Background: an optimization exercise with open tools, aiming at small area, a short achievable clock period and few clock cycles. Do not read the settings as production practice.
Function was checked by simulation only, so behaviour that the tests miss may differ from the original.
No activity file was given, so power comes from the tool's default toggle rates.

==> flow/design.v <==
package dpc_pkg;
	localparam int PIX_W  = 8;
	localparam int DIM_W  = 9;
	localparam int CNT_W  = 17;
	localparam int SUM_W  = 24;
	localparam int CFG_IW = 3;
	localparam int CFG_DW = 17;
endpackage
module dark_pixel_centroid (
	input  logic        clk,
	input  logic        arst_n,
	input  logic        cfg_valid,
	output logic        cfg_ready,
	input  logic [2:0]  cfg_index,
	input  logic [16:0] cfg_data,
	input  logic        s_tvalid,
	output logic        s_tready,
	input  logic [7:0]  s_tdata,
	input  logic        s_tlast,
	output logic        m_tvalid,
	input  logic        m_tready,
	output logic [39:0] m_tdata,
	output logic        m_tuser
);
	logic [7:0]  cfg_wm1;                         
	logic [8:0]  cfg_xs1, cfg_xe1, cfg_ys1, cfg_ye1;   
	logic [7:0]  cfg_thr;
	logic [16:0] cfg_min, cfg_max;
	logic [8:0]  cfg_dec;
	assign cfg_ready = 1'b1;
	always_comb begin
		for (int i = 0; i < 9; i++) cfg_dec[i] = cfg_data[i] ^ ~|(cfg_data[8:0] & ((9'd1 << i) - 9'd1));
	end
	always_ff @(posedge clk or negedge arst_n) begin
		if (!arst_n) begin
			cfg_wm1 <= 8'd95;
			cfg_thr <= 8'd85;
			cfg_xs1 <= 9'd9;
			cfg_xe1 <= 9'd85;
			cfg_ys1 <= 9'd9;
			cfg_ye1 <= 9'd85;
			cfg_min <= 17'd180;
			cfg_max <= 17'd3176;
		end else if (cfg_valid) begin
			case (cfg_index)
				3'd0: cfg_wm1 <= cfg_dec[8] ? {8{cfg_data[8]}} : cfg_dec[7:0];
				3'd1: cfg_thr <= cfg_data[7:0];
				3'd2: cfg_xs1 <= cfg_dec;
				3'd3: cfg_xe1 <= cfg_dec;
				3'd4: cfg_ys1 <= cfg_dec;
				3'd5: cfg_ye1 <= cfg_dec;
				3'd6: cfg_min <= cfg_data;
				3'd7: cfg_max <= cfg_data;
				default: ;
			endcase
		end
	end
	logic rdy_q, v0_q, div_q, vld_q, clr_q;
	logic last_q, w0_q;           
	logic lo_q, hi_q, swap_q, fin_q;
	logic clr, last;
	logic [7:0]  col_q, row_q;    
	logic        fs_q;            
	logic        xs_q, xe_q;      
	logic        ys_q, ye_q;      
	logic [16:0] cnt_q;           
	logic        full_q;          
	logic        nz_q, min_q, max_q;   
	logic [26:0] x_q;             
	logic [23:0] y_q;             
	logic        cx_q, cy_q;      
	logic        cd_q;            
	logic        found_q, nf_q;
	assign clr  = clr_q;
	assign last = last_q;
	logic       wrap, inc, eq_min, eq_max;
	logic       xs_d, xe_d, ys_d, ye_d;
	logic       xs_z, xe_z, ys_z, ye_z;
	logic [8:0] sx_lo, sy_lo;
	logic [16:0] sx_hi, sy_hi;
	logic       force_x, force_y;
	assign wrap = col_q == cfg_wm1;
	assign xs_z = &cfg_xs1;
	assign xe_z = &cfg_xe1;
	assign ys_z = &cfg_ys1;
	assign ye_z = &cfg_ye1;
	always_comb begin
		xs_d = xs_q;
		xe_d = xe_q;
		ys_d = ys_q;
		ye_d = ye_q;
		if (clr || last || (fs_q && !v0_q)) begin
			xs_d = xs_z;
			xe_d = xe_z;
			ys_d = ys_z;
			ye_d = ye_z;
		end else if (v0_q) begin
			if (wrap) begin
				xs_d = xs_z;
				xe_d = xe_z;
				if (row_q != 8'hff) begin
					if ({1'b0, row_q} == cfg_ys1) ys_d = 1'b1;
					if ({1'b0, row_q} == cfg_ye1) ye_d = 1'b1;
				end
			end else begin
				if ({1'b0, col_q} == cfg_xs1) xs_d = 1'b1;
				if ({1'b0, col_q} == cfg_xe1) xe_d = 1'b1;
			end
		end
	end
	assign inc    = w0_q && !full_q;
	assign eq_min = cnt_q == cfg_min;
	assign eq_max = cnt_q == cfg_max;
	assign sx_lo   = {1'b0, x_q[7:0]} + {1'b0, col_q & {8{w0_q}}};
	assign sy_lo   = {1'b0, y_q[7:0]} + {1'b0, row_q & {8{w0_q}}};
	assign sx_hi   = {1'b0, x_q[23:8]} + {16'd0, cx_q};
	assign sy_hi   = {1'b0, y_q[23:8]} + {16'd0, cy_q};
	assign force_x = (cx_q && x_q[23:8] == 16'hffff) || (fin_q && (x_q[8] || !found_q));
	assign force_y = (cy_q && y_q[23:8] == 16'hffff) || (fin_q && (y_q[8] || !found_q));
	logic [11:0] lo;
	logic [9:0]  hi;
	logic        neg, found;
	assign neg     = x_q[26];
	assign lo      = {1'b0, x_q[17:8], 1'b1} + {1'b0, cnt_q[9:0] ^ {10{!neg}}, !neg};
	assign hi      = {x_q[26:18], 1'b1} + {{2'b0, cnt_q[16:10]} ^ {9{!neg}}, cd_q};
	assign found = nz_q && (min_q || eq_min) && !max_q;
	always_ff @(posedge clk or negedge arst_n) begin
		if (!arst_n) begin
			rdy_q  <= 1'b0;
			v0_q   <= 1'b0;
			last_q <= 1'b0;
			div_q  <= 1'b0;
			vld_q  <= 1'b0;
			clr_q  <= 1'b1;
			lo_q   <= 1'b0;
			hi_q   <= 1'b0;
			swap_q <= 1'b0;
			fin_q  <= 1'b0;
		end else begin
			v0_q   <= s_tvalid && rdy_q;
			last_q <= s_tvalid && rdy_q && s_tlast;
			clr_q  <= vld_q && m_tready;
			if (clr_q)                     rdy_q <= 1'b1;
			else if (s_tvalid && s_tlast)  rdy_q <= 1'b0;
			if (last_q)        div_q <= 1'b1;
			else if (fin_q)    div_q <= 1'b0;
			if (fin_q)         vld_q <= 1'b1;
			else if (m_tready) vld_q <= 1'b0;
			lo_q   <= div_q && !col_q[0] && (col_q <= 8'd16 || (col_q >= 8'd20 && col_q <= 8'd36));
			hi_q   <= div_q &&  col_q[0] && (col_q <= 8'd17 || (col_q >= 8'd21 && col_q <= 8'd37));
			swap_q <= div_q && col_q == 8'd18;
			fin_q  <= div_q && col_q == 8'd38;
		end
	end
	always_ff @(posedge clk) begin
		w0_q    <= s_tvalid && rdy_q && (s_tdata < cfg_thr) && xs_d && !xe_d && ys_d && !ye_d;
		found_q <= found;
		nf_q    <= !found;
		xs_q <= xs_d;
		xe_q <= xe_d;
		ys_q <= ys_d;
		ye_q <= ye_d;
		if (clr || last) fs_q <= 1'b1;
		else if (v0_q)   fs_q <= 1'b0;
		if (clr || last) begin
			col_q <= '0;
			row_q <= '0;
		end else if (div_q) begin
			col_q <= col_q + 8'd1;
		end else if (v0_q) begin
			if (wrap) begin
				col_q <= '0;
				if (row_q != 8'hff) row_q <= row_q + 8'd1;
			end else begin
				col_q <= col_q + 8'd1;
			end
		end
		cnt_q <= (clr || (fin_q && !found_q)) ? 17'd0 : cnt_q + {16'd0, inc};
		if (clr) begin
			full_q <= 1'b0;
			nz_q   <= 1'b0;
			min_q  <= 1'b0;
			max_q  <= 1'b0;
		end else if (inc) begin
			nz_q  <= 1'b1;
			if (cnt_q == 17'h1fffe) full_q <= 1'b1;
			if (eq_min) min_q <= 1'b1;
			if (eq_max) max_q <= 1'b1;
		end
		cx_q <= sx_lo[8] && !clr;
		cy_q <= sy_lo[8] && !clr;
		y_q  <= clr ? 24'd0 : force_y ? 24'hffffff : {sy_hi[15:0], sy_lo[7:0]};
		if (clr) begin
			x_q <= '0;
		end else if (swap_q) begin
			x_q      <= {3'b0, y_q};
			y_q[8:0] <= x_q[8:0];
		end else if (lo_q) begin
			x_q[17:8] <= lo[10:1];
			cd_q      <= lo[11];
		end else if (hi_q) begin
			x_q <= {hi[8:1], x_q[17:0], !hi[9]};
		end else begin
			x_q <= {3'b0, force_x ? 24'hffffff : {sx_hi[15:0], sx_lo[7:0]}};
		end
	end
	assign s_tready = rdy_q;
	assign m_tvalid = vld_q;
	assign m_tuser  = found_q;
	assign m_tdata  = {5'b0, cnt_q, nf_q, x_q[7:0], nf_q, y_q[7:0]};
endmodule
==> flow/config.mk <==
export PLATFORM = sky130hd
export DESIGN_NAME = dark_pixel_centroid
export DESIGN_NICKNAME = dark_pixel_centroid
export VERILOG_FILES = /design/flow/design.v
export SDC_FILE = /design/flow/constraint.sdc
export NUM_CORES = 4
export LEC_CHECK = 0
export CAP_MARGIN = 20
export CORE_MARGIN = 2
export CORE_UTILIZATION = 40
export CTS_BUF_LIST = sky130_fd_sc_hd__clkbuf_8
export SETUP_SLACK_MARGIN = 2.7
export SLEW_MARGIN = 20
export TNS_END_PERCENT = 30
==> flow/constraint.sdc <==
create_clock -name core_clock -period 5.0 [get_ports {clk}]
set_input_delay 1.0000 -clock core_clock [delete_from_list [all_inputs] [get_ports {clk}]]
set_output_delay 1.0000 -clock core_clock [all_outputs]
set_load 0.01 [all_outputs]
standard.sh (not shown) runs the stock make flow with config.mk's settings and CLKGATE_MAP_FILE= SYNTH_SCRIPT=/design/flow/synth_recipe.tcl, a recipe that flattens the netlist after the stock synthesis.
==> flow/flow/run.sh <==
#!/bin/bash
# The standard layout (standard.sh: the standard flow's synthesis and ORFS flow, unchanged), with the
# ports buffered by the smallest buffer instead of the resizer's default pick; the resizer
# still upsizes or adds buffers where a port's load or timing needs it.
set -euo pipefail
bash standard.sh finish \
	'BUFFER_PORTS_ARGS=-buffer_cell sky130_fd_sc_hd__buf_1' \
	> make_finish.log 2>&1
The first run went through all stages and came out clean.
Testbench counts at the start, summed over its fixed seeds: cycles 111,092.
==> next run, changes <==
--- a/flow/config.mk
+++ b/flow/config.mk
@@ -13,2 +13 @@
 export SLEW_MARGIN = 20
-export TNS_END_PERCENT = 30
After rerunning: Routed wire length is higher by 1.2%. Synthesized cell count stays the same. Hold slack gets worse by 0.0095 ns. Die area stays the same. Via count goes up by 1.7%. Clock skew is lower by 0.010 ns. Total power rises by 1.9%. Clock power barely changes. First-iteration DRC count fell by 23%.
==> next run, changes <==
--- a/flow/config.mk
+++ b/flow/config.mk
@@ -11,3 +11,3 @@
 export CTS_BUF_LIST = sky130_fd_sc_hd__clkbuf_8
-export SETUP_SLACK_MARGIN = 2.7
+export SETUP_SLACK_MARGIN = 2.78
 export SLEW_MARGIN = 20
Result:
- wire length climbs slightly
- register-to-register slack improved by 0.02 ns
- setup slack improved by 0.021 ns
- fmax climbs slightly
- synthesized area stays the same
- global-route usage climbs by 0.50 points
- worst hold slack got worse by 0.014 ns
- clock skew is about the same
- final area climbs by a few percent
==> next run, changes <==
--- a/flow/config.mk
+++ b/flow/config.mk
@@ -11,3 +11,4 @@
 export CTS_BUF_LIST = sky130_fd_sc_hd__clkbuf_8
-export SETUP_SLACK_MARGIN = 2.78
+export SETUP_SLACK_MARGIN = 2.7
 export SLEW_MARGIN = 20
+export TNS_END_PERCENT = 0
Outcome:
- design area decreases by 4.9%
- count of clock-buffer cells in the layout drops by 1
- global-route usage is lower by 0.32 points
- die area stays the same
- via count came out lower by about 1.9%
- setup slack degrades by 0.038 ns
- power decreases by 4.7%
- wire length decreases by 2.3%
- combinational power falls by 10%
- final cell count shrinks by about 1.8%
==> next run, changes <==
--- a/flow/config.mk
+++ b/flow/config.mk
@@ -11,3 +11,3 @@
 export CTS_BUF_LIST = sky130_fd_sc_hd__clkbuf_8
-export SETUP_SLACK_MARGIN = 2.7
+export SETUP_SLACK_MARGIN = 2.8
 export SLEW_MARGIN = 20
Worst hold slack stays the same.
Worst setup slack is unchanged.
Final cell count stays the same.
Power is unchanged.
==> next run, changes <==
--- a/flow/config.mk
+++ b/flow/config.mk
@@ -11,4 +11,3 @@
 export CTS_BUF_LIST = sky130_fd_sc_hd__clkbuf_8
-export SETUP_SLACK_MARGIN = 2.8
+export SETUP_SLACK_MARGIN = 2.65
 export SLEW_MARGIN = 20
-export TNS_END_PERCENT = 0
The changed run completed without violations.
Wire length grows slightly.
Fmax shrinks slightly.
Core utilization grows by 0.69 points.
Sequential cell count is unchanged.
Worst hold slack stays flat.
Cell area grows slightly.
Via count grows slightly.
Power grows by a few percent.
Sequential power grows slightly.

[afterwards: timing with drivers on the ports]
The flow's constraints put no driver on any port. The routed layouts listed below were extracted and timed again, unchanged, in two steps. Step 1 (the two cells are an assumption about what drives the block):
set clk [get_ports {clk}]
set_driving_cell -lib_cell sky130_fd_sc_hd__clkbuf_16 $clk
set_driving_cell -lib_cell sky130_fd_sc_hd__buf_2 [delete_from_list [all_inputs] $clk]
Step 2, shift: input delay + t, output delay - t, t = (earliest + latest rising clock arrival at the registers) / 2. This alone moves slack from input paths to output paths. Slacks: ideal / step 1 / step 2; pairs: ideal / step 1.
run	t (ns)	setup slack, ns	worst hold slack (ns)
the first run	0.514	2.666 / 2.665 / 2.266	0.488 / 0.488 / 0.488
the second run	0.524	2.696 / 2.696 / 2.289	0.478 / 0.478 / 0.478
the third run	0.529	2.717 / 2.717 / 2.295	0.465 / 0.465 / 0.465
the fourth run	0.516	2.679 / 2.668 / 2.204	0.488 / 0.488 / 0.488
the fifth run	0.516	2.679 / 2.668 / 2.204	0.488 / 0.488 / 0.488
the sixth run	0.520	2.667 / 2.649 / 2.217	0.490 / 0.490 / 0.490
After both steps setup and hold are still met in every run listed.
